What follows belongs to an exercise in optimizing a design on an open flow for small area, a short achievable clock period and few clock cycles; a production flow would make more cautious choices.
No run shown here included a check of the RTL's function; only the layout flow was run.

### config.mk
export PLATFORM = sky130hd
export DESIGN_NAME = rtc_fields_to_epoch_seconds_unit
export DESIGN_NICKNAME = rtc_fields_to_epoch_seconds_unit
export VERILOG_FILES = /design/flow/design.v
export SDC_FILE = /design/flow/constraint.sdc
export NUM_CORES = 4
export LEC_CHECK = 0
export ABC_CLOCK_PERIOD_IN_PS = 3000
export CAP_MARGIN = 20
export CORE_MARGIN = 2
export CORE_UTILIZATION = 40
export SLEW_MARGIN = 20
### constraint.sdc
create_clock -name core_clock -period 8.0 [get_ports {clk}]
set_input_delay 1.6000 -clock core_clock [delete_from_list [all_inputs] [get_ports {clk}]]
set_output_delay 1.6000 -clock core_clock [all_outputs]
set_load 0.01 [all_outputs]
### design.v
package rfes_pkg;
  localparam logic [11:0] EPOCH_YEAR    = 12'd1970;
  localparam logic [11:0] BASE_YEAR     = 12'd2000;
  localparam logic [16:0] SECS_PER_DAY  = 17'd86400;
  localparam logic [16:0] SECS_PER_HOUR = 17'd3600;
  localparam logic [16:0] SECS_PER_MIN  = 17'd60;
  localparam logic [16:0] SECS_PER_SEC  = 17'd1;
  localparam logic [1:0] EPOCH_MOD4   = 2'd2;
  localparam logic [6:0] EPOCH_MOD100 = 7'd70;
  localparam logic [8:0] EPOCH_MOD400 = 9'd370;
  localparam logic CFG_BCD_MODE  = 1'b0;
  localparam logic CFG_TWELVE_HR = 1'b1;
  typedef struct packed {
    logic [7:0] raw_seconds;
    logic [7:0] raw_minutes;
    logic [7:0] raw_hours;
    logic [7:0] raw_monthday;
    logic [7:0] raw_month;
    logic [7:0] raw_year;
  } rfes_in_t;
  typedef struct packed {
    logic [31:0] epoch_seconds;
    logic        field_error;
  } rfes_out_t;
  typedef struct packed {
    logic [7:0] sec;
    logic [7:0] min;
    logic [7:0] hr;
    logic [7:0] day;
    logic [3:0] mon_idx;
    logic       mon_ok;
    logic [7:0] yr;
    logic       err;
  } rfes_dec_t;
  typedef enum logic [3:0] {
    ST_IDLE,
    ST_YEARS,
    ST_DAY,
    ST_MUL_DAY,
    ST_MUL_HR,
    ST_MUL_MIN,
    ST_MUL_SEC,
    ST_LAST,
    ST_OUT
  } rfes_state_t;
  typedef enum logic [3:0] {
    OP_NONE,
    OP_LOAD,
    OP_YEAR,
    OP_MONTH,
    OP_DAY,
    OP_MUL_DAY,
    OP_MUL_HR,
    OP_MUL_MIN,
    OP_MUL_SEC,
    OP_LAST
  } rfes_op_t;
  typedef struct packed {
    rfes_op_t op;
  } rfes_ctrl_t;
  typedef struct packed {
    logic year_done;
  } rfes_stat_t;
  function automatic logic [7:0] bcd_decode(input logic [7:0] b, input logic bcd);
    logic [7:0] hi;
    hi = {4'b0000, b[7:4]};
    if (bcd) begin
      bcd_decode = (hi << 3) + (hi << 1) + {4'b0000, b[3:0]};
    end else begin
      bcd_decode = b;
    end
  endfunction
  function automatic logic [8:0] days_before_month(input logic [3:0] idx);
    case (idx)
      4'd0:    days_before_month = 9'd0;
      4'd1:    days_before_month = 9'd31;
      4'd2:    days_before_month = 9'd59;
      4'd3:    days_before_month = 9'd90;
      4'd4:    days_before_month = 9'd120;
      4'd5:    days_before_month = 9'd151;
      4'd6:    days_before_month = 9'd181;
      4'd7:    days_before_month = 9'd212;
      4'd8:    days_before_month = 9'd243;
      4'd9:    days_before_month = 9'd273;
      4'd10:   days_before_month = 9'd304;
      4'd11:   days_before_month = 9'd334;
      default: days_before_month = 9'd0;
    endcase
  endfunction
  function automatic logic [4:0] month_length(input logic [3:0] idx);
    case (idx)
      4'd1:              month_length = 5'd28;
      4'd3, 4'd5, 4'd8,
      4'd10:             month_length = 5'd30;
      default:           month_length = 5'd31;
    endcase
  endfunction
  function automatic logic [15:0] month_offset(input logic [3:0] mon, input logic leap);
    case ({mon, leap})
      5'd2: month_offset = 16'd10957;
      5'd3: month_offset = 16'd10956;
      5'd4: month_offset = 16'd10988;
      5'd5: month_offset = 16'd10987;
      5'd6: month_offset = 16'd11016;
      5'd7: month_offset = 16'd11016;
      5'd8: month_offset = 16'd11047;
      5'd9: month_offset = 16'd11047;
      5'd10: month_offset = 16'd11077;
      5'd11: month_offset = 16'd11077;
      5'd12: month_offset = 16'd11108;
      5'd13: month_offset = 16'd11108;
      5'd14: month_offset = 16'd11138;
      5'd15: month_offset = 16'd11138;
      5'd16: month_offset = 16'd11169;
      5'd17: month_offset = 16'd11169;
      5'd18: month_offset = 16'd11200;
      5'd19: month_offset = 16'd11200;
      5'd20: month_offset = 16'd11230;
      5'd21: month_offset = 16'd11230;
      5'd22: month_offset = 16'd11261;
      5'd23: month_offset = 16'd11261;
      5'd24: month_offset = 16'd11291;
      5'd25: month_offset = 16'd11291;
      default: month_offset = 16'd0;
    endcase
  endfunction
  function automatic logic bcd_gt59(input logic [7:0] b);
    bcd_gt59 = (b[7:4] > 4'd5) || ((b[7:4] == 4'd5) && (b[3:0] > 4'd9));
  endfunction
  function automatic logic bcd_gt23(input logic [7:0] b);
    bcd_gt23 = (b[7:4] > 4'd2) || ((b[7:4] == 4'd2) && (b[3:0] > 4'd3)) ||
               ((b[7:4] == 4'd1) && (b[3:0] > 4'd13));
  endfunction
  function automatic logic bcd_gt99(input logic [7:0] b);
    bcd_gt99 = (b[7:4] > 4'd9) || ((b[7:4] == 4'd9) && (b[3:0] > 4'd9));
  endfunction
  function automatic logic bcd_bad_1_12(input logic [6:0] b);
    bcd_bad_1_12 = (b[6:4] > 3'd1) || ((b[6:4] == 3'd1) && (b[3:0] > 4'd2)) ||
                   ((b[6:4] == 3'd0) && ((b[3:0] == 4'd0) || (b[3:0] > 4'd12)));
  endfunction
endpackage
module rtc_fields_to_epoch_seconds_unit (
  input  logic      clk,
  input  logic      rst,
  input  logic      start,
  output logic      busy,
  input  rfes_pkg::rfes_in_t  fields,
  output logic      done,
  output rfes_pkg::rfes_out_t result,
  input  logic      cfg_write,
  input  logic      cfg_index,
  input  logic      cfg_data
);
  logic        bcd_mode;
  logic        twelve_hour_mode;
  always_ff @(posedge clk) begin
    if (rst) begin
      bcd_mode         <= 1'b1;
      twelve_hour_mode <= 1'b0;
    end else if (cfg_write) begin
      case (cfg_index)
        rfes_pkg::CFG_BCD_MODE:  bcd_mode         <= cfg_data;
        rfes_pkg::CFG_TWELVE_HR: twelve_hour_mode <= cfg_data;
        default:       bcd_mode         <= bcd_mode;
      endcase
    end
  end
  assign busy = 1'b0;
  logic [5:0]  sec6;
  logic [5:0]  min6;
  logic [4:0]  hv5;
  logic [5:0]  day6;
  logic [6:0]  yr7;
  logic [3:0]  mon4;
  logic [4:0]  hr5;
  logic [3:0]  h12;
  logic        leap;
  logic [4:0]  mlen;
  logic        err_sec, err_min, err_hr, err_day, err_mon, err_yr, err_all;
  logic t0;
  logic t1;
  logic t2;
  logic t3;
  logic t4;
  logic t5;
  logic t6;
  logic t7;
  logic t8;
  logic t9;
  logic t10;
  logic t11;
  logic t12;
  logic t13;
  logic t14;
  logic t15;
  logic t16;
  logic t17;
  logic t18;
  logic t19;
  logic t20;
  logic t21;
  logic t22;
  logic t23;
  logic t24;
  logic t25;
  logic t26;
  logic t27;
  logic t28;
  logic t29;
  logic t30;
  logic t31;
  logic t32;
  logic t33;
  logic t34;
  logic t35;
  logic t36;
  logic t37;
  logic t38;
  logic t39;
  logic t40;
  logic t41;
  logic t42;
  logic t43;
  logic t44;
  logic t45;
  logic t46;
  logic t47;
  logic t48;
  logic t49;
  logic t50;
  logic t51;
  logic t52;
  logic t53;
  logic t54;
  logic t55;
  logic t56;
  logic t57;
  logic t58;
  logic t59;
  logic t60;
  logic t61;
  logic t62;
  logic t63;
  logic t64;
  logic t65;
  logic t66;
  logic t67;
  logic t68;
  logic t69;
  logic t70;
  logic t71;
  logic t72;
  logic t73;
  logic t74;
  logic t75;
  logic t76;
  logic t77;
  logic t78;
  logic t79;
  logic t80;
  logic t81;
  logic t82;
  logic t83;
  logic t84;
  logic t85;
  logic t86;
  logic t87;
  logic t88;
  logic t89;
  logic t90;
  logic t91;
  logic t92;
  logic t93;
  logic t94;
  logic t95;
  logic t96;
  logic t97;
  logic t98;
  logic t99;
  logic t100;
  logic t101;
  logic t102;
  logic t103;
  logic t104;
  logic t105;
  logic t106;
  logic t107;
  logic t108;
  logic t109;
  logic t110;
  logic t111;
  logic t112;
  logic t113;
  logic t114;
  logic t115;
  logic t116;
  logic t117;
  logic t118;
  logic t119;
  logic t120;
  logic t121;
  logic t122;
  logic t123;
  logic t124;
  logic t125;
  logic t126;
  logic t127;
  logic t128;
  logic t129;
  logic t130;
  logic t131;
  logic t132;
  logic t133;
  logic t134;
  logic t135;
  logic t136;
  logic t137;
  logic t138;
  logic t139;
  logic t140;
  logic t141;
  logic t142;
  logic t143;
  logic t144;
  logic t145;
  logic t146;
  logic t147;
  logic t148;
  logic t149;
  logic t150;
  logic t151;
  logic t152;
  logic t153;
  logic t154;
  logic t155;
  logic t156;
  logic t157;
  logic t158;
  logic t159;
  logic t160;
  logic t161;
  logic t162;
  logic t163;
  logic t164;
  logic t165;
  logic t166;
  assign t0 = bcd_mode & fields.raw_seconds[4];
  assign t1 = bcd_mode & fields.raw_seconds[5];
  assign t2 = bcd_mode ? fields.raw_seconds[6] : fields.raw_seconds[4];
  assign t3 = ~bcd_mode & fields.raw_seconds[5];
  assign t4 = ~bcd_mode & fields.raw_seconds[6];
  assign t5 = fields.raw_seconds[3] ^ fields.raw_seconds[4];
  assign t6 = fields.raw_seconds[3] & fields.raw_seconds[4];
  assign t7 = fields.raw_seconds[5] ^ t3;
  assign t8 = fields.raw_seconds[5] & t3;
  assign t9 = fields.raw_seconds[6] ^ t4;
  assign t10 = fields.raw_seconds[6] & t4;
  assign t11 = fields.raw_seconds[1] ^ t0;
  assign t12 = fields.raw_seconds[2] ^ t1;
  assign t13 = t2 ^ t5;
  assign t14 = t7 ^ t6;
  assign t15 = t9 ^ t8;
  assign t16 = fields.raw_seconds[1] & t0;
  assign t17 = fields.raw_seconds[2] & t1;
  assign t18 = t2 & t5;
  assign t19 = t7 & t6;
  assign t20 = t9 & t8;
  assign t21 = t17 | (t12 & t16);
  assign t22 = t12 & t11;
  assign t23 = t19 | (t14 & t18);
  assign t24 = t14 & t13;
  assign t25 = t18 | (t13 & t21);
  assign t26 = t13 & t22;
  assign t27 = t23 | (t24 & t21);
  assign t28 = t24 & t22;
  assign t29 = t20 | (t15 & t27);
  assign t30 = t12 ^ t16;
  assign t31 = t13 ^ t21;
  assign t32 = t14 ^ t25;
  assign t33 = t15 ^ t27;
  assign t34 = bcd_mode & fields.raw_minutes[4];
  assign t35 = bcd_mode & fields.raw_minutes[5];
  assign t36 = bcd_mode ? fields.raw_minutes[6] : fields.raw_minutes[4];
  assign t37 = ~bcd_mode & fields.raw_minutes[5];
  assign t38 = ~bcd_mode & fields.raw_minutes[6];
  assign t39 = fields.raw_minutes[3] ^ fields.raw_minutes[4];
  assign t40 = fields.raw_minutes[3] & fields.raw_minutes[4];
  assign t41 = fields.raw_minutes[5] ^ t37;
  assign t42 = fields.raw_minutes[5] & t37;
  assign t43 = fields.raw_minutes[6] ^ t38;
  assign t44 = fields.raw_minutes[6] & t38;
  assign t45 = fields.raw_minutes[1] ^ t34;
  assign t46 = fields.raw_minutes[2] ^ t35;
  assign t47 = t36 ^ t39;
  assign t48 = t41 ^ t40;
  assign t49 = t43 ^ t42;
  assign t50 = fields.raw_minutes[1] & t34;
  assign t51 = fields.raw_minutes[2] & t35;
  assign t52 = t36 & t39;
  assign t53 = t41 & t40;
  assign t54 = t43 & t42;
  assign t55 = t51 | (t46 & t50);
  assign t56 = t46 & t45;
  assign t57 = t53 | (t48 & t52);
  assign t58 = t48 & t47;
  assign t59 = t52 | (t47 & t55);
  assign t60 = t47 & t56;
  assign t61 = t57 | (t58 & t55);
  assign t62 = t58 & t56;
  assign t63 = t54 | (t49 & t61);
  assign t64 = t46 ^ t50;
  assign t65 = t47 ^ t55;
  assign t66 = t48 ^ t59;
  assign t67 = t49 ^ t61;
  assign t68 = bcd_mode & fields.raw_hours[4];
  assign t69 = bcd_mode & fields.raw_hours[5];
  assign t70 = ~bcd_mode & fields.raw_hours[4];
  assign t71 = ~bcd_mode & fields.raw_hours[5];
  assign t72 = fields.raw_hours[3] ^ fields.raw_hours[4];
  assign t73 = fields.raw_hours[3] & fields.raw_hours[4];
  assign t74 = fields.raw_hours[5] ^ t71;
  assign t75 = fields.raw_hours[5] & t71;
  assign t76 = fields.raw_hours[1] ^ t68;
  assign t77 = fields.raw_hours[2] ^ t69;
  assign t78 = t70 ^ t72;
  assign t79 = t74 ^ t73;
  assign t80 = fields.raw_hours[1] & t68;
  assign t81 = fields.raw_hours[2] & t69;
  assign t82 = t70 & t72;
  assign t83 = t74 & t73;
  assign t84 = t81 | (t77 & t80);
  assign t85 = t77 & t76;
  assign t86 = t83 | (t79 & t82);
  assign t87 = t82 | (t78 & t84);
  assign t88 = t78 & t85;
  assign t89 = t86 | (t79 & t84);
  assign t90 = t77 ^ t80;
  assign t91 = t78 ^ t84;
  assign t92 = t79 ^ t87;
  assign t93 = bcd_mode & fields.raw_monthday[4];
  assign t94 = bcd_mode & fields.raw_monthday[5];
  assign t95 = ~bcd_mode & fields.raw_monthday[4];
  assign t96 = ~bcd_mode & fields.raw_monthday[5];
  assign t97 = fields.raw_monthday[3] ^ fields.raw_monthday[4];
  assign t98 = fields.raw_monthday[3] & fields.raw_monthday[4];
  assign t99 = fields.raw_monthday[5] ^ t96;
  assign t100 = fields.raw_monthday[5] & t96;
  assign t101 = fields.raw_monthday[1] ^ t93;
  assign t102 = fields.raw_monthday[2] ^ t94;
  assign t103 = t95 ^ t97;
  assign t104 = t99 ^ t98;
  assign t105 = t100 ^ 1'b0;
  assign t106 = fields.raw_monthday[1] & t93;
  assign t107 = fields.raw_monthday[2] & t94;
  assign t108 = t95 & t97;
  assign t109 = t99 & t98;
  assign t110 = t100 & 1'b0;
  assign t111 = t107 | (t102 & t106);
  assign t112 = t102 & t101;
  assign t113 = t109 | (t104 & t108);
  assign t114 = t104 & t103;
  assign t115 = t108 | (t103 & t111);
  assign t116 = t103 & t112;
  assign t117 = t113 | (t114 & t111);
  assign t118 = t114 & t112;
  assign t119 = t110 | (t105 & t117);
  assign t120 = t102 ^ t106;
  assign t121 = t103 ^ t111;
  assign t122 = t104 ^ t115;
  assign t123 = t105 ^ t117;
  assign t124 = bcd_mode & fields.raw_year[4];
  assign t125 = bcd_mode & fields.raw_year[5];
  assign t126 = bcd_mode ? fields.raw_year[6] : fields.raw_year[4];
  assign t127 = bcd_mode ? fields.raw_year[7] : fields.raw_year[5];
  assign t128 = ~bcd_mode & fields.raw_year[6];
  assign t129 = ~bcd_mode & fields.raw_year[7];
  assign t130 = fields.raw_year[3] ^ fields.raw_year[4];
  assign t131 = fields.raw_year[3] & fields.raw_year[4];
  assign t132 = fields.raw_year[5] ^ t127;
  assign t133 = fields.raw_year[5] & t127;
  assign t134 = fields.raw_year[6] ^ t128;
  assign t135 = fields.raw_year[6] & t128;
  assign t136 = fields.raw_year[7] ^ t129;
  assign t137 = fields.raw_year[7] & t129;
  assign t138 = fields.raw_year[1] ^ t124;
  assign t139 = fields.raw_year[2] ^ t125;
  assign t140 = t126 ^ t130;
  assign t141 = t132 ^ t131;
  assign t142 = t134 ^ t133;
  assign t143 = t136 ^ t135;
  assign t144 = fields.raw_year[1] & t124;
  assign t145 = fields.raw_year[2] & t125;
  assign t146 = t126 & t130;
  assign t147 = t132 & t131;
  assign t148 = t134 & t133;
  assign t149 = t136 & t135;
  assign t150 = t145 | (t139 & t144);
  assign t151 = t139 & t138;
  assign t152 = t147 | (t141 & t146);
  assign t153 = t141 & t140;
  assign t154 = t149 | (t143 & t148);
  assign t155 = t146 | (t140 & t150);
  assign t156 = t140 & t151;
  assign t157 = t152 | (t153 & t150);
  assign t158 = t153 & t151;
  assign t159 = t148 | (t142 & t157);
  assign t160 = t142 & t158;
  assign t161 = t154 | (t143 & t157);
  assign t162 = t139 ^ t144;
  assign t163 = t140 ^ t150;
  assign t164 = t141 ^ t155;
  assign t165 = t142 ^ t157;
  assign t166 = t143 ^ t159;
  assign sec6 = {t33, t32, t31, t30, t11, fields.raw_seconds[0]};
  assign min6 = {t67, t66, t65, t64, t45, fields.raw_minutes[0]};
  assign hv5 = {t92, t91, t90, t76, fields.raw_hours[0]};
  assign day6 = {t123, t122, t121, t120, t101, fields.raw_monthday[0]};
  assign yr7 = {t166, t165, t164, t163, t162, t138, fields.raw_year[0]};
  always_comb begin
    err_sec = bcd_mode ? rfes_pkg::bcd_gt59(fields.raw_seconds) : (fields.raw_seconds > 8'd59);
    err_min = bcd_mode ? rfes_pkg::bcd_gt59(fields.raw_minutes) : (fields.raw_minutes > 8'd59);
    if (twelve_hour_mode) begin
      err_hr = bcd_mode ? rfes_pkg::bcd_bad_1_12(fields.raw_hours[6:0]) :
                          ((fields.raw_hours[6:0] == 7'd0) || (fields.raw_hours[6:0] > 7'd12));
    end else begin
      err_hr = bcd_mode ? rfes_pkg::bcd_gt23(fields.raw_hours) : (fields.raw_hours > 8'd23);
    end
    err_mon = bcd_mode ? rfes_pkg::bcd_bad_1_12(fields.raw_month[6:0]) || fields.raw_month[7] :
                         ((fields.raw_month == 8'd0) || (fields.raw_month > 8'd12));
    err_yr  = bcd_mode ? rfes_pkg::bcd_gt99(fields.raw_year) : (fields.raw_year > 8'd99);
  end
  always_comb begin
    mon4 = fields.raw_month[3:0] + ((bcd_mode && fields.raw_month[4]) ? 4'd10 : 4'd0);
    h12  = (hv5[3:0] == 4'd12) ? 4'd0 : hv5[3:0];
    if (twelve_hour_mode) begin
      hr5 = fields.raw_hours[7] ? {1'b0, h12} + 5'd12 : {1'b0, h12};
    end else begin
      hr5 = hv5;
    end
    leap = (yr7[1:0] == 2'b00);
    mlen = rfes_pkg::month_length(mon4 - 4'd1);
    if ((mon4 == 4'd2) && leap) begin
      mlen = 5'd29;
    end
    err_day = (fields.raw_monthday[7:6] != 2'd0) || (day6 == 6'd0) || (day6 > {1'b0, mlen});
    err_all = err_sec || err_min || err_hr || err_day || err_mon || err_yr;
  end
  logic        v_q;
  logic        err_q;
  logic [4:0]  q_q;
  logic [1:0]  r_q;
  logic [3:0]  mon_q;
  logic [4:0]  day_q;
  logic [4:0]  hr_q;
  logic [5:0]  min_q;
  logic [5:0]  sec_q;
  always_ff @(posedge clk) begin
    if (rst) begin
      v_q <= 1'b0;
    end else begin
      v_q <= start;
    end
  end
  always_ff @(posedge clk) begin
    err_q <= err_all;
    q_q   <= yr7[6:2];
    r_q   <= yr7[1:0];
    mon_q <= mon4;
    day_q <= day6[4:0];
    hr_q  <= hr5;
    min_q <= min6;
    sec_q <= sec6;
  end
  logic [31:0] tab;
  logic [31:0] epoch;
  logic        leap_q;
  assign leap_q = (r_q == 2'd0);
  always_comb begin
    case (mon_q)
      4'd1: tab = leap_q ? 32'd676164100 : 32'd676250500;
      4'd2: tab = leap_q ? 32'd678842500 : 32'd678928900;
      4'd3: tab = 32'd681348100;
      4'd4: tab = 32'd684026500;
      4'd5: tab = 32'd686618500;
      4'd6: tab = 32'd689296900;
      4'd7: tab = 32'd691888900;
      4'd8: tab = 32'd694567300;
      4'd9: tab = 32'd697245700;
      4'd10: tab = 32'd699837700;
      4'd11: tab = 32'd702516100;
      4'd12: tab = 32'd705108100;
      default: tab = 32'd0;
    endcase
  end
  logic t167;
  logic t168;
  logic t169;
  logic t170;
  logic t171;
  logic t172;
  logic t173;
  logic t174;
  logic t175;
  logic t176;
  logic t177;
  logic t178;
  logic t179;
  logic t180;
  logic t181;
  logic t182;
  logic t183;
  logic t184;
  logic t185;
  logic t186;
  logic t187;
  logic t188;
  logic t189;
  logic t190;
  logic t191;
  logic t192;
  logic t193;
  logic t194;
  logic t195;
  logic t196;
  logic t197;
  logic t198;
  logic t199;
  logic t200;
  logic t201;
  logic t202;
  logic t203;
  logic t204;
  logic t205;
  logic t206;
  logic t207;
  logic t208;
  logic t209;
  logic t210;
  logic t211;
  logic t212;
  logic t213;
  logic t214;
  logic t215;
  logic t216;
  logic t217;
  logic t218;
  logic t219;
  logic t220;
  logic t221;
  logic t222;
  logic t223;
  logic t224;
  logic t225;
  logic t226;
  logic t227;
  logic t228;
  logic t229;
  logic t230;
  logic t231;
  logic t232;
  logic t233;
  logic t234;
  logic t235;
  logic t236;
  logic t237;
  logic t238;
  logic t239;
  logic t240;
  logic t241;
  logic t242;
  logic t243;
  logic t244;
  logic t245;
  logic t246;
  logic t247;
  logic t248;
  logic t249;
  logic t250;
  logic t251;
  logic t252;
  logic t253;
  logic t254;
  logic t255;
  logic t256;
  logic t257;
  logic t258;
  logic t259;
  logic t260;
  logic t261;
  logic t262;
  logic t263;
  logic t264;
  logic t265;
  logic t266;
  logic t267;
  logic t268;
  logic t269;
  logic t270;
  logic t271;
  logic t272;
  logic t273;
  logic t274;
  logic t275;
  logic t276;
  logic t277;
  logic t278;
  logic t279;
  logic t280;
  logic t281;
  logic t282;
  logic t283;
  logic t284;
  logic t285;
  logic t286;
  logic t287;
  logic t288;
  logic t289;
  logic t290;
  logic t291;
  logic t292;
  logic t293;
  logic t294;
  logic t295;
  logic t296;
  logic t297;
  logic t298;
  logic t299;
  logic t300;
  logic t301;
  logic t302;
  logic t303;
  logic t304;
  logic t305;
  logic t306;
  logic t307;
  logic t308;
  logic t309;
  logic t310;
  logic t311;
  logic t312;
  logic t313;
  logic t314;
  logic t315;
  logic t316;
  logic t317;
  logic t318;
  logic t319;
  logic t320;
  logic t321;
  logic t322;
  logic t323;
  logic t324;
  logic t325;
  logic t326;
  logic t327;
  logic t328;
  logic t329;
  logic t330;
  logic t331;
  logic t332;
  logic t333;
  logic t334;
  logic t335;
  logic t336;
  logic t337;
  logic t338;
  logic t339;
  logic t340;
  logic t341;
  logic t342;
  logic t343;
  logic t344;
  logic t345;
  logic t346;
  logic t347;
  logic t348;
  logic t349;
  logic t350;
  logic t351;
  logic t352;
  logic t353;
  logic t354;
  logic t355;
  logic t356;
  logic t357;
  logic t358;
  logic t359;
  logic t360;
  logic t361;
  logic t362;
  logic t363;
  logic t364;
  logic t365;
  logic t366;
  logic t367;
  logic t368;
  logic t369;
  logic t370;
  logic t371;
  logic t372;
  logic t373;
  logic t374;
  logic t375;
  logic t376;
  logic t377;
  logic t378;
  logic t379;
  logic t380;
  logic t381;
  logic t382;
  logic t383;
  logic t384;
  logic t385;
  logic t386;
  logic t387;
  logic t388;
  logic t389;
  logic t390;
  logic t391;
  logic t392;
  logic t393;
  logic t394;
  logic t395;
  logic t396;
  logic t397;
  logic t398;
  logic t399;
  logic t400;
  logic t401;
  logic t402;
  logic t403;
  logic t404;
  logic t405;
  logic t406;
  logic t407;
  logic t408;
  logic t409;
  logic t410;
  logic t411;
  logic t412;
  logic t413;
  logic t414;
  logic t415;
  logic t416;
  logic t417;
  logic t418;
  logic t419;
  logic t420;
  logic t421;
  logic t422;
  logic t423;
  logic t424;
  logic t425;
  logic t426;
  logic t427;
  logic t428;
  logic t429;
  logic t430;
  logic t431;
  logic t432;
  logic t433;
  logic t434;
  logic t435;
  logic t436;
  logic t437;
  logic t438;
  logic t439;
  logic t440;
  logic t441;
  logic t442;
  logic t443;
  logic t444;
  logic t445;
  logic t446;
  logic t447;
  logic t448;
  logic t449;
  logic t450;
  logic t451;
  logic t452;
  logic t453;
  logic t454;
  logic t455;
  logic t456;
  logic t457;
  logic t458;
  logic t459;
  logic t460;
  logic t461;
  logic t462;
  logic t463;
  logic t464;
  logic t465;
  logic t466;
  logic t467;
  logic t468;
  logic t469;
  logic t470;
  logic t471;
  logic t472;
  logic t473;
  logic t474;
  logic t475;
  logic t476;
  logic t477;
  logic t478;
  logic t479;
  logic t480;
  logic t481;
  logic t482;
  logic t483;
  logic t484;
  logic t485;
  logic t486;
  logic t487;
  logic t488;
  logic t489;
  logic t490;
  logic t491;
  logic t492;
  logic t493;
  logic t494;
  logic t495;
  logic t496;
  logic t497;
  logic t498;
  logic t499;
  logic t500;
  logic t501;
  logic t502;
  logic t503;
  logic t504;
  logic t505;
  logic t506;
  logic t507;
  logic t508;
  logic t509;
  logic t510;
  logic t511;
  logic t512;
  logic t513;
  logic t514;
  logic t515;
  logic t516;
  logic t517;
  logic t518;
  logic t519;
  logic t520;
  logic t521;
  logic t522;
  logic t523;
  logic t524;
  logic t525;
  logic t526;
  logic t527;
  logic t528;
  logic t529;
  logic t530;
  logic t531;
  logic t532;
  logic t533;
  logic t534;
  logic t535;
  logic t536;
  logic t537;
  logic t538;
  logic t539;
  logic t540;
  logic t541;
  logic t542;
  logic t543;
  logic t544;
  logic t545;
  logic t546;
  logic t547;
  logic t548;
  logic t549;
  logic t550;
  logic t551;
  logic t552;
  logic t553;
  assign t167 = ~q_q[0] ^ day_q[0];
  assign t168 = ~q_q[0] & day_q[0];
  assign t169 = ~q_q[1] ^ day_q[1] ^ day_q[0];
  assign t170 = (~q_q[1] & day_q[1]) | (day_q[0] & (~q_q[1] ^ day_q[1]));
  assign t171 = ~q_q[2] ^ day_q[2];
  assign t172 = ~q_q[2] & day_q[2];
  assign t173 = ~q_q[3] ^ day_q[3] ^ day_q[2];
  assign t174 = (~q_q[3] & day_q[3]) | (day_q[2] & (~q_q[3] ^ day_q[3]));
  assign t175 = ~q_q[4] ^ day_q[4] ^ day_q[3];
  assign t176 = (~q_q[4] & day_q[4]) | (day_q[3] & (~q_q[4] ^ day_q[4]));
  assign t177 = day_q[4] ^ day_q[0];
  assign t178 = day_q[4] & day_q[0];
  assign t179 = q_q[0] ^ day_q[1];
  assign t180 = q_q[0] & day_q[1];
  assign t181 = q_q[1] ^ day_q[2];
  assign t182 = q_q[1] & day_q[2];
  assign t183 = q_q[2] ^ day_q[3];
  assign t184 = q_q[2] & day_q[3];
  assign t185 = q_q[3] ^ day_q[4] ^ day_q[2];
  assign t186 = (q_q[3] & day_q[4]) | (day_q[2] & (q_q[3] ^ day_q[4]));
  assign t187 = q_q[4] ^ ~q_q[0];
  assign t188 = q_q[4] & ~q_q[0];
  assign t189 = hr_q[3] ^ ~min_q[5] ^ min_q[1];
  assign t190 = (hr_q[3] & ~min_q[5]) | (min_q[1] & (hr_q[3] ^ ~min_q[5]));
  assign t191 = hr_q[4] ^ min_q[2] ^ ~r_q[1];
  assign t192 = (hr_q[4] & min_q[2]) | (~r_q[1] & (hr_q[4] ^ min_q[2]));
  assign t193 = tab[8] ^ t168;
  assign t194 = tab[8] & t168;
  assign t195 = day_q[1] ^ ~hr_q[0] ^ min_q[3];
  assign t196 = (day_q[1] & ~hr_q[0]) | (min_q[3] & (day_q[1] ^ ~hr_q[0]));
  assign t197 = tab[9] ^ t171 ^ t170;
  assign t198 = (tab[9] & t171) | (t170 & (tab[9] ^ t171));
  assign t199 = ~hr_q[1] ^ min_q[4] ^ r_q[0];
  assign t200 = (~hr_q[1] & min_q[4]) | (r_q[0] & (~hr_q[1] ^ min_q[4]));
  assign t201 = tab[10] ^ t172 ^ t173;
  assign t202 = (tab[10] & t172) | (t173 & (tab[10] ^ t172));
  assign t203 = ~hr_q[2] ^ min_q[5] ^ r_q[1];
  assign t204 = (~hr_q[2] & min_q[5]) | (r_q[1] & (~hr_q[2] ^ min_q[5]));
  assign t205 = tab[11] ^ t175 ^ t174;
  assign t206 = (tab[11] & t175) | (t174 & (tab[11] ^ t175));
  assign t207 = ~hr_q[3] ^ hr_q[0] ^ ~r_q[0];
  assign t208 = (~hr_q[3] & hr_q[0]) | (~r_q[0] & (~hr_q[3] ^ hr_q[0]));
  assign t209 = tab[12] ^ t177 ^ t176;
  assign t210 = (tab[12] & t177) | (t176 & (tab[12] ^ t177));
  assign t211 = ~hr_q[4] ^ hr_q[1] ^ ~r_q[1];
  assign t212 = (~hr_q[4] & hr_q[1]) | (~r_q[1] & (~hr_q[4] ^ hr_q[1]));
  assign t213 = tab[13] ^ t179 ^ t178;
  assign t214 = (tab[13] & t179) | (t178 & (tab[13] ^ t179));
  assign t215 = day_q[0] ^ hr_q[2] ^ r_q[0];
  assign t216 = (day_q[0] & hr_q[2]) | (r_q[0] & (day_q[0] ^ hr_q[2]));
  assign t217 = tab[14] ^ t181 ^ t180;
  assign t218 = (tab[14] & t181) | (t180 & (tab[14] ^ t181));
  assign t219 = day_q[1] ^ hr_q[3] ^ r_q[1];
  assign t220 = (day_q[1] & hr_q[3]) | (r_q[1] & (day_q[1] ^ hr_q[3]));
  assign t221 = tab[15] ^ t183 ^ t182;
  assign t222 = (tab[15] & t183) | (t182 & (tab[15] ^ t183));
  assign t223 = day_q[0] ^ hr_q[4] ^ r_q[0];
  assign t224 = (day_q[0] & hr_q[4]) | (r_q[0] & (day_q[0] ^ hr_q[4]));
  assign t225 = tab[16] ^ t184 ^ t185;
  assign t226 = (tab[16] & t184) | (t185 & (tab[16] ^ t184));
  assign t227 = day_q[3] ^ day_q[1] ^ r_q[1];
  assign t228 = (day_q[3] & day_q[1]) | (r_q[1] & (day_q[3] ^ day_q[1]));
  assign t229 = tab[17] ^ t187 ^ t186;
  assign t230 = (tab[17] & t187) | (t186 & (tab[17] ^ t187));
  assign t231 = ~q_q[1] ^ day_q[4] ^ day_q[2];
  assign t232 = (~q_q[1] & day_q[4]) | (day_q[2] & (~q_q[1] ^ day_q[4]));
  assign t233 = 1'b1 ^ t188;
  assign t234 = 1'b1 & t188;
  assign t235 = ~q_q[2] ^ q_q[0] ^ day_q[3];
  assign t236 = (~q_q[2] & q_q[0]) | (day_q[3] & (~q_q[2] ^ q_q[0]));
  assign t237 = ~q_q[3] ^ q_q[1];
  assign t238 = ~q_q[3] & q_q[1];
  assign t239 = ~q_q[4] ^ q_q[2];
  assign t240 = ~q_q[4] & q_q[2];
  assign t241 = ~r_q[0] ^ tab[7];
  assign t242 = ~r_q[0] & tab[7];
  assign t243 = t169 ^ t191 ^ t190;
  assign t244 = (t169 & t191) | (t190 & (t169 ^ t191));
  assign t245 = t195 ^ t192 ^ t194;
  assign t246 = (t195 & t192) | (t194 & (t195 ^ t192));
  assign t247 = t199 ^ t196 ^ t201;
  assign t248 = (t199 & t196) | (t201 & (t199 ^ t196));
  assign t249 = t203 ^ t200 ^ t205;
  assign t250 = (t203 & t200) | (t205 & (t203 ^ t200));
  assign t251 = t207 ^ t204 ^ t209;
  assign t252 = (t207 & t204) | (t209 & (t207 ^ t204));
  assign t253 = t211 ^ t208 ^ t213;
  assign t254 = (t211 & t208) | (t213 & (t211 ^ t208));
  assign t255 = t215 ^ t212 ^ t217;
  assign t256 = (t215 & t212) | (t217 & (t215 ^ t212));
  assign t257 = t219 ^ t216 ^ t221;
  assign t258 = (t219 & t216) | (t221 & (t219 ^ t216));
  assign t259 = t223 ^ t220 ^ t222;
  assign t260 = (t223 & t220) | (t222 & (t223 ^ t220));
  assign t261 = t227 ^ t224 ^ t229;
  assign t262 = (t227 & t224) | (t229 & (t227 ^ t224));
  assign t263 = t231 ^ t228 ^ t233;
  assign t264 = (t231 & t228) | (t233 & (t231 ^ t228));
  assign t265 = tab[19] ^ t235 ^ t232;
  assign t266 = (tab[19] & t235) | (t232 & (tab[19] ^ t235));
  assign t267 = day_q[4] ^ tab[20] ^ t237;
  assign t268 = (day_q[4] & tab[20]) | (t237 & (day_q[4] ^ tab[20]));
  assign t269 = ~r_q[0] ^ tab[21] ^ t239;
  assign t270 = (~r_q[0] & tab[21]) | (t239 & (~r_q[0] ^ tab[21]));
  assign t271 = q_q[3] ^ ~r_q[1] ^ tab[22];
  assign t272 = (q_q[3] & ~r_q[1]) | (tab[22] & (q_q[3] ^ ~r_q[1]));
  assign t273 = q_q[4] ^ ~q_q[0];
  assign t274 = q_q[4] & ~q_q[0];
  assign t275 = ~min_q[0] ^ sec_q[2];
  assign t276 = ~min_q[0] & sec_q[2];
  assign t277 = ~min_q[1] ^ sec_q[3];
  assign t278 = ~min_q[1] & sec_q[3];
  assign t279 = hr_q[0] ^ ~min_q[2] ^ sec_q[4];
  assign t280 = (hr_q[0] & ~min_q[2]) | (sec_q[4] & (hr_q[0] ^ ~min_q[2]));
  assign t281 = hr_q[1] ^ ~min_q[3] ^ sec_q[5];
  assign t282 = (hr_q[1] & ~min_q[3]) | (sec_q[5] & (hr_q[1] ^ ~min_q[3]));
  assign t283 = hr_q[2] ^ ~min_q[4] ^ min_q[0];
  assign t284 = (hr_q[2] & ~min_q[4]) | (min_q[0] & (hr_q[2] ^ ~min_q[4]));
  assign t285 = t167 ^ t241 ^ t189;
  assign t286 = (t167 & t241) | (t189 & (t167 ^ t241));
  assign t287 = t242 ^ t193 ^ t243;
  assign t288 = (t242 & t193) | (t243 & (t242 ^ t193));
  assign t289 = t197 ^ t244 ^ t245;
  assign t290 = (t197 & t244) | (t245 & (t197 ^ t244));
  assign t291 = t198 ^ t246 ^ t247;
  assign t292 = (t198 & t246) | (t247 & (t198 ^ t246));
  assign t293 = t202 ^ t249 ^ t248;
  assign t294 = (t202 & t249) | (t248 & (t202 ^ t249));
  assign t295 = t206 ^ t251 ^ t250;
  assign t296 = (t206 & t251) | (t250 & (t206 ^ t251));
  assign t297 = t210 ^ t253 ^ t252;
  assign t298 = (t210 & t253) | (t252 & (t210 ^ t253));
  assign t299 = t214 ^ t255 ^ t254;
  assign t300 = (t214 & t255) | (t254 & (t214 ^ t255));
  assign t301 = t218 ^ t257 ^ t256;
  assign t302 = (t218 & t257) | (t256 & (t218 ^ t257));
  assign t303 = t225 ^ t259 ^ t258;
  assign t304 = (t225 & t259) | (t258 & (t225 ^ t259));
  assign t305 = t226 ^ t260 ^ t261;
  assign t306 = (t226 & t260) | (t261 & (t226 ^ t260));
  assign t307 = t230 ^ t263 ^ t262;
  assign t308 = (t230 & t263) | (t262 & (t230 ^ t263));
  assign t309 = t234 ^ t265 ^ t264;
  assign t310 = (t234 & t265) | (t264 & (t234 ^ t265));
  assign t311 = t236 ^ t267 ^ t266;
  assign t312 = (t236 & t267) | (t266 & (t236 ^ t267));
  assign t313 = t238 ^ t269 ^ t268;
  assign t314 = (t238 & t269) | (t268 & (t238 ^ t269));
  assign t315 = t240 ^ t271 ^ t270;
  assign t316 = (t240 & t271) | (t270 & (t240 ^ t271));
  assign t317 = tab[23] ^ t273 ^ t272;
  assign t318 = (tab[23] & t273) | (t272 & (tab[23] ^ t273));
  assign t319 = ~q_q[1] ^ tab[24] ^ t274;
  assign t320 = (~q_q[1] & tab[24]) | (t274 & (~q_q[1] ^ tab[24]));
  assign t321 = ~q_q[2] ^ r_q[0] ^ tab[25];
  assign t322 = (~q_q[2] & r_q[0]) | (tab[25] & (~q_q[2] ^ r_q[0]));
  assign t323 = ~q_q[3] ^ r_q[1];
  assign t324 = ~q_q[3] & r_q[1];
  assign t325 = ~q_q[4] ^ q_q[0] ^ 1'b1;
  assign t326 = (~q_q[4] & q_q[0]) | (1'b1 & (~q_q[4] ^ q_q[0]));
  assign t327 = 1'b1 ^ t275;
  assign t328 = t277 ^ t276;
  assign t329 = t279 ^ t278;
  assign t330 = t281 ^ t280;
  assign t331 = t283 ^ t282;
  assign t332 = t285 ^ t284;
  assign t333 = t287 ^ t286;
  assign t334 = t289 ^ t288;
  assign t335 = t291 ^ t290;
  assign t336 = t293 ^ t292;
  assign t337 = t295 ^ t294;
  assign t338 = t297 ^ t296;
  assign t339 = t299 ^ t298;
  assign t340 = t301 ^ t300;
  assign t341 = t303 ^ t302;
  assign t342 = t305 ^ t304;
  assign t343 = t307 ^ t306;
  assign t344 = t309 ^ t308;
  assign t345 = t311 ^ t310;
  assign t346 = t313 ^ t312;
  assign t347 = t315 ^ t314;
  assign t348 = t317 ^ t316;
  assign t349 = t319 ^ t318;
  assign t350 = t321 ^ t320;
  assign t351 = t323 ^ t322;
  assign t352 = t325 ^ t324;
  assign t353 = q_q[1] ^ t326;
  assign t354 = q_q[2] ^ 1'b1;
  assign t355 = q_q[3] ^ 1'b0;
  assign t356 = q_q[4] ^ 1'b0;
  assign t357 = 1'b1 & t275;
  assign t358 = t277 & t276;
  assign t359 = t279 & t278;
  assign t360 = t281 & t280;
  assign t361 = t283 & t282;
  assign t362 = t285 & t284;
  assign t363 = t287 & t286;
  assign t364 = t289 & t288;
  assign t365 = t291 & t290;
  assign t366 = t293 & t292;
  assign t367 = t295 & t294;
  assign t368 = t297 & t296;
  assign t369 = t299 & t298;
  assign t370 = t301 & t300;
  assign t371 = t303 & t302;
  assign t372 = t305 & t304;
  assign t373 = t307 & t306;
  assign t374 = t309 & t308;
  assign t375 = t311 & t310;
  assign t376 = t313 & t312;
  assign t377 = t315 & t314;
  assign t378 = t317 & t316;
  assign t379 = t319 & t318;
  assign t380 = t321 & t320;
  assign t381 = t323 & t322;
  assign t382 = t325 & t324;
  assign t383 = q_q[1] & t326;
  assign t384 = q_q[2] & 1'b1;
  assign t385 = q_q[3] & 1'b0;
  assign t386 = q_q[4] & 1'b0;
  assign t387 = t358 | (t328 & t357);
  assign t388 = t328 & t327;
  assign t389 = t360 | (t330 & t359);
  assign t390 = t330 & t329;
  assign t391 = t362 | (t332 & t361);
  assign t392 = t332 & t331;
  assign t393 = t364 | (t334 & t363);
  assign t394 = t334 & t333;
  assign t395 = t366 | (t336 & t365);
  assign t396 = t336 & t335;
  assign t397 = t368 | (t338 & t367);
  assign t398 = t338 & t337;
  assign t399 = t370 | (t340 & t369);
  assign t400 = t340 & t339;
  assign t401 = t372 | (t342 & t371);
  assign t402 = t342 & t341;
  assign t403 = t374 | (t344 & t373);
  assign t404 = t344 & t343;
  assign t405 = t376 | (t346 & t375);
  assign t406 = t346 & t345;
  assign t407 = t378 | (t348 & t377);
  assign t408 = t348 & t347;
  assign t409 = t380 | (t350 & t379);
  assign t410 = t350 & t349;
  assign t411 = t382 | (t352 & t381);
  assign t412 = t352 & t351;
  assign t413 = t384 | (t354 & t383);
  assign t414 = t354 & t353;
  assign t415 = t386 | (t356 & t385);
  assign t416 = t359 | (t329 & t387);
  assign t417 = t329 & t388;
  assign t418 = t389 | (t390 & t387);
  assign t419 = t390 & t388;
  assign t420 = t363 | (t333 & t391);
  assign t421 = t333 & t392;
  assign t422 = t393 | (t394 & t391);
  assign t423 = t394 & t392;
  assign t424 = t367 | (t337 & t395);
  assign t425 = t337 & t396;
  assign t426 = t397 | (t398 & t395);
  assign t427 = t398 & t396;
  assign t428 = t371 | (t341 & t399);
  assign t429 = t341 & t400;
  assign t430 = t401 | (t402 & t399);
  assign t431 = t402 & t400;
  assign t432 = t375 | (t345 & t403);
  assign t433 = t345 & t404;
  assign t434 = t405 | (t406 & t403);
  assign t435 = t406 & t404;
  assign t436 = t379 | (t349 & t407);
  assign t437 = t349 & t408;
  assign t438 = t409 | (t410 & t407);
  assign t439 = t410 & t408;
  assign t440 = t383 | (t353 & t411);
  assign t441 = t353 & t412;
  assign t442 = t413 | (t414 & t411);
  assign t443 = t414 & t412;
  assign t444 = t361 | (t331 & t418);
  assign t445 = t331 & t419;
  assign t446 = t391 | (t392 & t418);
  assign t447 = t392 & t419;
  assign t448 = t420 | (t421 & t418);
  assign t449 = t421 & t419;
  assign t450 = t422 | (t423 & t418);
  assign t451 = t423 & t419;
  assign t452 = t369 | (t339 & t426);
  assign t453 = t339 & t427;
  assign t454 = t399 | (t400 & t426);
  assign t455 = t400 & t427;
  assign t456 = t428 | (t429 & t426);
  assign t457 = t429 & t427;
  assign t458 = t430 | (t431 & t426);
  assign t459 = t431 & t427;
  assign t460 = t377 | (t347 & t434);
  assign t461 = t347 & t435;
  assign t462 = t407 | (t408 & t434);
  assign t463 = t408 & t435;
  assign t464 = t436 | (t437 & t434);
  assign t465 = t437 & t435;
  assign t466 = t438 | (t439 & t434);
  assign t467 = t439 & t435;
  assign t468 = t385 | (t355 & t442);
  assign t469 = t355 & t443;
  assign t470 = t415 | (t356 & t442);
  assign t471 = t365 | (t335 & t450);
  assign t472 = t335 & t451;
  assign t473 = t395 | (t396 & t450);
  assign t474 = t396 & t451;
  assign t475 = t424 | (t425 & t450);
  assign t476 = t425 & t451;
  assign t477 = t426 | (t427 & t450);
  assign t478 = t427 & t451;
  assign t479 = t452 | (t453 & t450);
  assign t480 = t453 & t451;
  assign t481 = t454 | (t455 & t450);
  assign t482 = t455 & t451;
  assign t483 = t456 | (t457 & t450);
  assign t484 = t457 & t451;
  assign t485 = t458 | (t459 & t450);
  assign t486 = t459 & t451;
  assign t487 = t381 | (t351 & t466);
  assign t488 = t351 & t467;
  assign t489 = t411 | (t412 & t466);
  assign t490 = t412 & t467;
  assign t491 = t440 | (t441 & t466);
  assign t492 = t441 & t467;
  assign t493 = t442 | (t443 & t466);
  assign t494 = t443 & t467;
  assign t495 = t468 | (t469 & t466);
  assign t496 = t469 & t467;
  assign t497 = t470 | (t356 & t466);
  assign t498 = t373 | (t343 & t485);
  assign t499 = t343 & t486;
  assign t500 = t403 | (t404 & t485);
  assign t501 = t404 & t486;
  assign t502 = t432 | (t433 & t485);
  assign t503 = t433 & t486;
  assign t504 = t434 | (t435 & t485);
  assign t505 = t435 & t486;
  assign t506 = t460 | (t461 & t485);
  assign t507 = t461 & t486;
  assign t508 = t462 | (t463 & t485);
  assign t509 = t463 & t486;
  assign t510 = t464 | (t465 & t485);
  assign t511 = t465 & t486;
  assign t512 = t466 | (t467 & t485);
  assign t513 = t467 & t486;
  assign t514 = t487 | (t488 & t485);
  assign t515 = t488 & t486;
  assign t516 = t489 | (t490 & t485);
  assign t517 = t490 & t486;
  assign t518 = t491 | (t492 & t485);
  assign t519 = t492 & t486;
  assign t520 = t493 | (t494 & t485);
  assign t521 = t494 & t486;
  assign t522 = t495 | (t496 & t485);
  assign t523 = t496 & t486;
  assign t524 = t497 | (t356 & t485);
  assign t525 = t328 ^ t357;
  assign t526 = t329 ^ t387;
  assign t527 = t330 ^ t416;
  assign t528 = t331 ^ t418;
  assign t529 = t332 ^ t444;
  assign t530 = t333 ^ t446;
  assign t531 = t334 ^ t448;
  assign t532 = t335 ^ t450;
  assign t533 = t336 ^ t471;
  assign t534 = t337 ^ t473;
  assign t535 = t338 ^ t475;
  assign t536 = t339 ^ t477;
  assign t537 = t340 ^ t479;
  assign t538 = t341 ^ t481;
  assign t539 = t342 ^ t483;
  assign t540 = t343 ^ t485;
  assign t541 = t344 ^ t498;
  assign t542 = t345 ^ t500;
  assign t543 = t346 ^ t502;
  assign t544 = t347 ^ t504;
  assign t545 = t348 ^ t506;
  assign t546 = t349 ^ t508;
  assign t547 = t350 ^ t510;
  assign t548 = t351 ^ t512;
  assign t549 = t352 ^ t514;
  assign t550 = t353 ^ t516;
  assign t551 = t354 ^ t518;
  assign t552 = t355 ^ t520;
  assign t553 = t356 ^ t522;
  assign epoch = {t553, t552, t551, t550, t549, t548, t547, t546, t545, t544, t543, t542, t541, t540, t539, t538, t537, t536, t535, t534, t533, t532, t531, t530, t529, t528, t527, t526, t525, t327, sec_q[1], sec_q[0]};
  logic        v2_q;
  logic [32:0] res_q;
  always_ff @(posedge clk) begin
    if (rst) begin
      v2_q <= 1'b0;
    end else begin
      v2_q <= v_q;
    end
  end
  always_ff @(posedge clk) begin
    res_q <= {epoch, err_q};
  end
  assign done   = v2_q;
  assign result = res_q;
endmodule
### run.sh
#!/bin/bash
# synth_recipe.tcl (not shown) runs the flow's synth.tcl, then flattens the netlist and writes it again
# the make line also repeats each setting of config.mk as NAME=value (left out here)
make -C /OpenROAD-flow-scripts/flow DESIGN_CONFIG=/design/flow/config.mk WORK_HOME=/design/flow/orfs CLKGATE_MAP_FILE= SYNTH_SCRIPT=/design/flow/synth_recipe.tcl finish
==> metrics.md, run 1 <==
| Metric | Value |
|---|---|
| Chip height | `130.3 um` |
| Clock sinks | `71` |
| Synth cell types | `69` |
| Worst-skew pair later-pin latency | `0.35 ns` |
| Row Count | `46` |
| Final Skew | `0.01130 ns` |
| Register area share after synthesis | `22.27%` |
| Met3 Use GR | `3.895%` |
| CTS H-tree lvls | `3` |
| Routed Wire Length | `14.44 mm` |
| Avg Vias per Cell | `4.867` |
| Crit start category | `register` |
| Mapped Nets | `between 800 and 900` |
| CTS max path bufs | `2` |
| Layout cell share with drive strength beyond 1 | `4.161%` |
| Clock slew at reported path FFs | `0.06 ns` |
| Via count | `4794` |
| Largest net degree at the start of global routing | `29` |
| Post-DRT Antenna Nets | `0` |
| GPL Wtd Cong | `around 0.94` |
| Syn. warnings | `1` |
| Root Buffer | `clkbuf_16` |
| FILL cells | `1463` |
| Crit-path max FO | `21` |
| Setup_tns | `0 ns` |
| TritonCTS buffer count | `9` |
| Vias in the first global route | `5018` |
| I/O Pins | `89` |
| Worst slew margin | `a little under a third` |
| Hold_buf cts | `0` |
| Global Route Usage Sum | `18.49%` |
| Maximum clock rate | `0.1936 GHz` |
| Endpoint type of the worst setup path | `register` |
| PnR worst setup slack | `roughly 2.8 ns` |
| CP max stage cell | `dfxtp_1` |
| Synth Instances | `680` |
| RSZ-0062 raised after global routing | `no` |
| Iteration-0 DRC Markers | `about 210` |
| EDFF count, synth | `0` |
| Initial antenna violation count | `0` |
| Antenna diodes | `0` |
| Crit path cell chain | `inv_1, nor2_1, o21ai_0, nand2_1, a21oi_1, fa_1, inv_1, fa_1, inv_1, fa_1, ha_1, and4_4, nand3_2, a211oi_4, o21bai_2, nand2_1, inv_1, fa_1, xnor2_1` |
| Die X | `130.3 um` |
| Footprint of the multi-input gates | `~0.0044 mm^2` |
| I/O Buffers | `87` |
| Bufs and invs on worst path | `4` |
| Tmin final | `between 5 and 6 ns` |
| Reg area | `0.001421 mm^2` |
| Post-DP HPWL | `around 12 mm` |
| Syn-to-layout area delta | `21.64%` |
| Setup violations, final | `0` |
| Core area | `0.01571 mm^2` |
| GR Util met1 | `24.48%` |
| First-pass GRT wire length | `roughly 24 mm` |
| Worst-Margin Slew | `roughly 1.0 ns` |
| CTS resizes | `0` |
| Tcrit/Tclk final | `64.57%` |
| Hold Path Class | `reg -> reg` |
| Starting Density | `40.63%` |
| GR Overflow Total | `0` |
| Top_reg_cell synth | `dfxtp_1` |
| Required @ worst endpoint | `8.23 ns` |
| Post-route DRC | `0` |
| CTS tree | `done` |
| Routed len/inst | `between 10 and 15 um` |
| Async set or reset register ratio after synthesis | `0%` |
| Gr busiest metal | `met2` |
| Final Hold Fails | `0` |
| Crit path kind | `reg -> reg` |
| CP top delay family | `adder cells` |
| # nets final | `about 960` |
| Avg Cell Area, Syn | `9.388 um^2` |
| Post-Syn Area | `between 0.006 and 0.007 mm^2` |
| Flops & latches, synth | `71` |
| Setup Fix Bufs, Post-CTS | `0` |
| WP data arrival | `about 5.4 ns` |
| Die area | `0.01699 mm^2` |
| Drt first pass iters | `4` |
| Met2 Track Usage GR | `30.34%` |
| Pins Over Slew Limit | `0` |
| Max-Cap Viols | `0` |
| Dpl ws | `2.912 ns` |
| Status | `finished clean` |
| Largest stage delay, worst path | `0.75 ns` |
[synthesized netlist by cell type, types with 11 or more instances]
cell        n  area, um^2
xnor2_1    21       183.9
and2_1     12       75.07
fa_1       79        1582
dfxtp_1    71        1421
inv_1     138       518.0
nand2_1    43       161.4
ha_1       65       813.3
o21ai_0    24       120.1
nor2b_1    13       81.33
nor2_1     37       138.9
clkbuf_1   11       41.29
a21oi_1    32       160.2
[state kept, by name, summed over array words and instances, names as in the netlist]
name              count
bcd_mode              1
day_q                 5
err_q                 1
hr_q                  5
min_q                 6
mon_q                 4
q_q                   5
r_q                   2
res_q                33
sec_q                 6
twelve_hour_mode      1
v2_q                  1
v_q                   1
[per-stage QoR]
stage / instances / hold WS (ns) / utilization, % / cell area (um^2)
floorplan: 680 / 0.3096 / - / 6384
global placement: 969 / 0.3177 / 47.52 / 7467
detailed placement: 969 / 0.3139 / 47.52 / 7467
CTS: 985 / 0.3307 / 49.42 / 7765
global route: 985 / 0.3440 / 49.42 / 7765
finish: 985 / 0.3268 / 49.42 / 7765
[worst paths after layout]
kind	startpoint	endpoint	slack [ns]	cells after the start
max reg2reg	mon_q[1]	res_q[20]	2.83	19
min reg2reg	sec_q[1]	res_q[2]	0.33	0
min	sec_q[1]	res_q[2]	0.33	0
max	mon_q[1]	res_q[20]	2.83	19
[layout by cell type (no fill, tap or decap), types with 5 or more instances in the layout]
cell | Yosys | layout
a21o_1 | 9 | 9
a21oi_1 | 32 | 32
and2_1 | 12 | 12
clkbuf_16 | 0 | 9
clkdlybuf4s50_1 | 0 | 87
dfxtp_1 | 71 | 71
fa_1 | 79 | 79
ha_1 | 65 | 65
inv_1 | 138 | 138
mux2i_1 | 9 | 9
nand2_1 | 43 | 43
nand2b_1 | 5 | 5
nand3_1 | 7 | 7
nor2_1 | 37 | 37
nor2b_1 | 13 | 13
nor3_1 | 8 | 8
nor4_1 | 5 | 5
o211ai_1 | 6 | 6
o21a_1 | 7 | 7
o21ai_0 | 24 | 24
xnor2_1 | 21 | 21
xor2_1 | 8 | 8
[final cells by class]
class	count	share of cell area, %
multi-input cells	457	56.49
flip-flops and latches	71	18.30
repair buffers	87	11.21
inverters	138	6.671
well taps	216	3.480
clock buffers	10	2.949
clock inverters	6	0.8862
[worst reg2reg max path, stage by stage, from the launching register on]
cell	delay, ns
dfxtp_1	0.75
inv_1	0.30
nor2_1	0.27
o21ai_0	0.13
nand2_1	0.09
a21oi_1	0.07
fa_1	0.55
inv_1	0.05
fa_1	0.49
inv_1	0.06
fa_1	0.45
ha_1	0.38
and4_4	0.27
nand3_2	0.10
a211oi_4	0.29
o21bai_2	0.11
nand2_1	0.14
inv_1	0.07
fa_1	0.37
xnor2_1	0.13
[metal layers]
layer / part of all wire (%) / up-vias / wire (um)
li1: - / 2382 / -
met1: 47 / 2247 / 6802
met2: 46 / 141 / 6644
met3: 4.7 / 24 / 682
met4: 2.2 / 0 / 314
met5: 0 / - / 0
[logic make-up (layout without fill, tap and decap cells)]
group | count (synthesis) | after routing | synth area share [%]
multiplexers | 10 | 10 | 1.588
flip-flops | 71 | 71 | 22.27
XOR/XNOR | 29 | 29 | 3.979
buffers and inverters | 152 | 241 | 9.016
AO/OA/AOI/OAI | 121 | 121 | 13.13
adder cells (fa/ha/maj) | 145 | 145 | 37.67
other | 1 | 1 | 0.05874
AND/OR/NAND/NOR | 151 | 151 | 12.29
==> run 2: changes to the inputs <==
--- a/config.mk
+++ b/config.mk
@@ -10,3 +10,4 @@
 export CORE_MARGIN = 2
 export CORE_UTILIZATION = 40
+export SETUP_SLACK_MARGIN = 3.5
 export SLEW_MARGIN = 20
==> run 2 against run 1 <==
Net effect:
- still clean on timing, DRC and antenna
- via count rose by 3.0%
- core utilization rose by 2.3 points
- worst setup slack improved by 0.81 ns
- highest routed layer unchanged
==> metrics.md, run 2 <==
| Metric | Value |
|---|---|
| Count leader, synth | `inv_1` |
| Setup_tns | `0 ns (unchanged)` |
| CTS max path bufs | `2 (unchanged)` |
| Starting Density | `40.63% (unchanged)` |
| Required @ worst endpoint | `8.29 ns (+0.06 ns)` |
| Post-DRT Antenna Nets | `0 (unchanged)` |
| Routed len/inst | `14.88 um (+1.5%)` |
| Crit start category | `register` |
| Antenna diodes | `0 (unchanged)` |
| Mapped Nets | `878 (unchanged)` |
| Max FFs per register | `33 (unchanged)` |
| Core area | `0.01571 mm^2 (unchanged)` |
| GPL Wtd Cong | `0.8581 (-8.7%)` |
| Largest stage delay, worst path | `0.57 ns (-0.18 ns)` |
| GR Overflow Total | `0 (unchanged)` |
| Largest net degree at the start of global routing | `29 (unchanged)` |
| Vias in the first global route | `4955 (-1.3%)` |
| Most common cell after layout, fill and taps aside | `inv_1` |
| Worst-skew pair later-pin latency | `0.35 ns (about the same)` |
| # nets final | `987 (+2.6%)` |
| EDFF count, synth | `0 (unchanged)` |
| Layout cell share with drive strength beyond 1 | `11.21% (+7.0 points)` |
| Tmin final | `4.359 ns (-0.8064 ns)` |
| I/O Pins | `89 (unchanged)` |
| Flops & latches, synth | `71 (unchanged)` |
| Pins Over Slew Limit | `0 (unchanged)` |
| CP max stage cell | `fa_1` |
| Endpoint type of the worst setup path | `register` |
| Commonest cells after routing, fill and taps aside | `133 x inv_1, 87 x clkdlybuf4s50_1, 78 x fa_1` |
| Tcrit/Tclk final | `54.49% (-10 points)` |
| Synth top cells by count | `138 x inv_1, 79 x fa_1, 71 x dfxtp_1` |
| Iteration-0 DRC Markers | `209 (-1.9%)` |
| Clock slew at reported path FFs | `0.06 ns (about the same)` |
| Hold Path Class | `reg -> reg` |
| Syn-to-layout area delta | `27.19%` |
| CTS tree | `done` |
| Die area | `0.01699 mm^2 (unchanged)` |
| Post-Syn Area | `0.006384 mm^2 (unchanged)` |
| Post-route DRC | `0 (unchanged)` |
| Row Count | `46 (unchanged)` |
| Avg Cell Area, Syn | `9.388 um^2 (unchanged)` |
| Status | `finished clean` |
| CTS H-tree lvls | `3 (unchanged)` |
| Final Hold Fails | `0 (unchanged)` |
| FILL cells | `1434 (-2.0%)` |
| Synth Instances | `680 (unchanged)` |
| Setup violations, final | `0 (unchanged)` |
| Drt first pass iters | `4 (unchanged)` |
| Max-Cap Viols | `0 (unchanged)` |
| Crit path cell chain | `inv_1, fa_1, fa_1, fa_1, fa_1, inv_1, ha_2, a21o_1, o2bb2ai_2, nor4b_4, a211oi_4, o31ai_4, a21oi_2, o21ba_1` |
| Biggest register | `res_q` |
| Global Route Usage Sum | `18.63% (+0.14 points)` |
| Largest regs | `res_q (33), min_q (6), sec_q (6)` |
| Final Skew | `0.006979 ns (-0.004318 ns)` |
| Register area share after synthesis | `22.27% (unchanged)` |
| Via count | `4936 (+3.0%)` |
| Initial antenna violation count | `0 (unchanged)` |
| First-pass GRT wire length | `24.38 mm (-0.14%)` |
| Maximum clock rate | `0.2294 GHz (+19%)` |
| Dominant cell type by area after synthesis | `fa_1` |
| RSZ-0062 raised after global routing | `yes` |
| Post-DP HPWL | `12.21 mm (-0.46%)` |
| Root Buffer | `clkbuf_16` |
| Crit-path max FO | `5 (-76%)` |
| WP data arrival | `4.65 ns (-0.75 ns)` |
| Synth cell types | `69 (unchanged)` |
| I/O Buffers | `87 (unchanged)` |
| Syn. warnings | `1 (unchanged)` |
| Crit-path most repeated cell | `fa_1` |
| Top cell type's share of synthesized area | `24.77% (unchanged)` |
| Routed Wire Length | `15.03 mm (+4.0%)` |
| Chip height | `130.3 um (unchanged)` |
| Avg Vias per Cell | `4.887 (+0.41%)` |
| Clock sinks | `71 (unchanged)` |
| Async set or reset register ratio after synthesis | `0% (unchanged)` |
| Ranking of synthesized cells by area | `fa_1 25%, dfxtp_1 22%, ha_1 13%` |
| Crit path kind | `reg -> reg` |
| Top_reg_cell synth | `dfxtp_1` |
| Die X | `130.3 um (unchanged)` |
| TritonCTS buffer count | `9 (unchanged)` |
run 2: final timing paths:
check | from | end | slack [ns] | depth (start not counted)
setup / recovery | day_q[4] | res_q[31] | 3.64 | 14
hold reg to reg | sec_q[0] | res_q[1] | 0.33 | 0
hold / removal | sec_q[0] | res_q[1] | 0.33 | 0
setup reg to reg | day_q[4] | res_q[31] | 3.64 | 14
run 2: cells by family (layout without fill, tap and decap cells):
logic type / count (synthesis) / in the layout / synth area share (%)
buf+inv: 152 / 266 / 9.016
simple gates: 151 / 151 / 12.29
fa+ha+maj: 145 / 145 / 37.67
compound gates: 121 / 121 / 13.13
flops: 71 / 71 / 22.27
xor+xnor: 29 / 29 / 3.979
mux: 10 / 10 / 1.588
other cells: 1 / 1 / 0.05874
run 2: metrics by stage:
step	hold WS (ns)	std cells	setup slack (ns)	util (%)	cell area, um^2
after detailed placement	0.3132	970	2.940	47.57	7475
after global placement	0.3162	970	3.034	47.57	7475
after floorplan	0.3096	680	3.503	-	6384
after global routing	0.3397	1010	3.466	51.67	8119
final	0.3263	1010	3.641	51.67	8119
after CTS	0.3303	998	3.502	50.75	7974
run 2: metal layers:
metal	vias to the layer above	wire [um]	track usage (%)
met5	-	0	0
met4	0	280	5.257
met3	20	776	4.264
met2	151	7164	31.48
met1	2332	6804	24.07
li1	2433	-	-
run 2: what timing repair did:
| item | in CTS | in global routing |
|---|---|---|
| hold buffers | 0 | 0 |
| pin swaps | 11 | 14 |
| endpoints found under the hold margin | 0 | 0 |
| setup endpoints to repair | 16 | 12 |
| resized for setup | 34 | 14 |
| buffers inserted | 12 | 12 |
run 2: area by class of cell:
cell class                 count  area, um^2  share of cell area [%]
sequential                    71        1449                   17.85
clock inverter                 6       68.82                  0.8476
timing repair buffer         112        1056                   13.01
multi-input combinational    457        4513                   55.59
tap                          216       270.3                   3.329
clock buffer                  10       229.0                   2.820
inverter                     138       533.0                   6.565
run 2: worst max-delay path: cells and delay by family, from the launching register on:
family | cells | cell delay (ns)
buffers and inverters | 2 | 0.18
AO/OA/AOI/OAI | 6 | 1.03
AND/OR/NAND/NOR | 1 | 0.35
flip-flops | 1 | 0.39
adder cells (fa/ha/maj) | 5 | 2.36

-- afterwards: timing with drivers on the ports --
The flow's constraints put no driver on any port. The routed layouts listed below were extracted and timed again, unchanged, in two steps. Step 1 (the two cells are an assumption about what drives the block):
set clk [get_ports {clk}]
set_driving_cell -lib_cell sky130_fd_sc_hd__clkbuf_16 $clk
set_driving_cell -lib_cell sky130_fd_sc_hd__buf_2 [delete_from_list [all_inputs] $clk]
Step 2 moves the port delays by t, midway between the first and last clock arrival at a register: inputs arrive t later, outputs are due t later. That takes back most of the time a late clock gives input paths. a / b / c = ideal / step 1 / step 2; a / b = the first two.
run	shift t [ns]	slack for setup (ns)	slew at the worst register clock pin (ns)
run 1	0.384	2.834 / 2.834 / 2.834	0.06 / 0.06
run 2	0.387	3.641 / 3.641 / 3.641	0.06 / 0.06
After both steps every run listed still meets setup and hold.
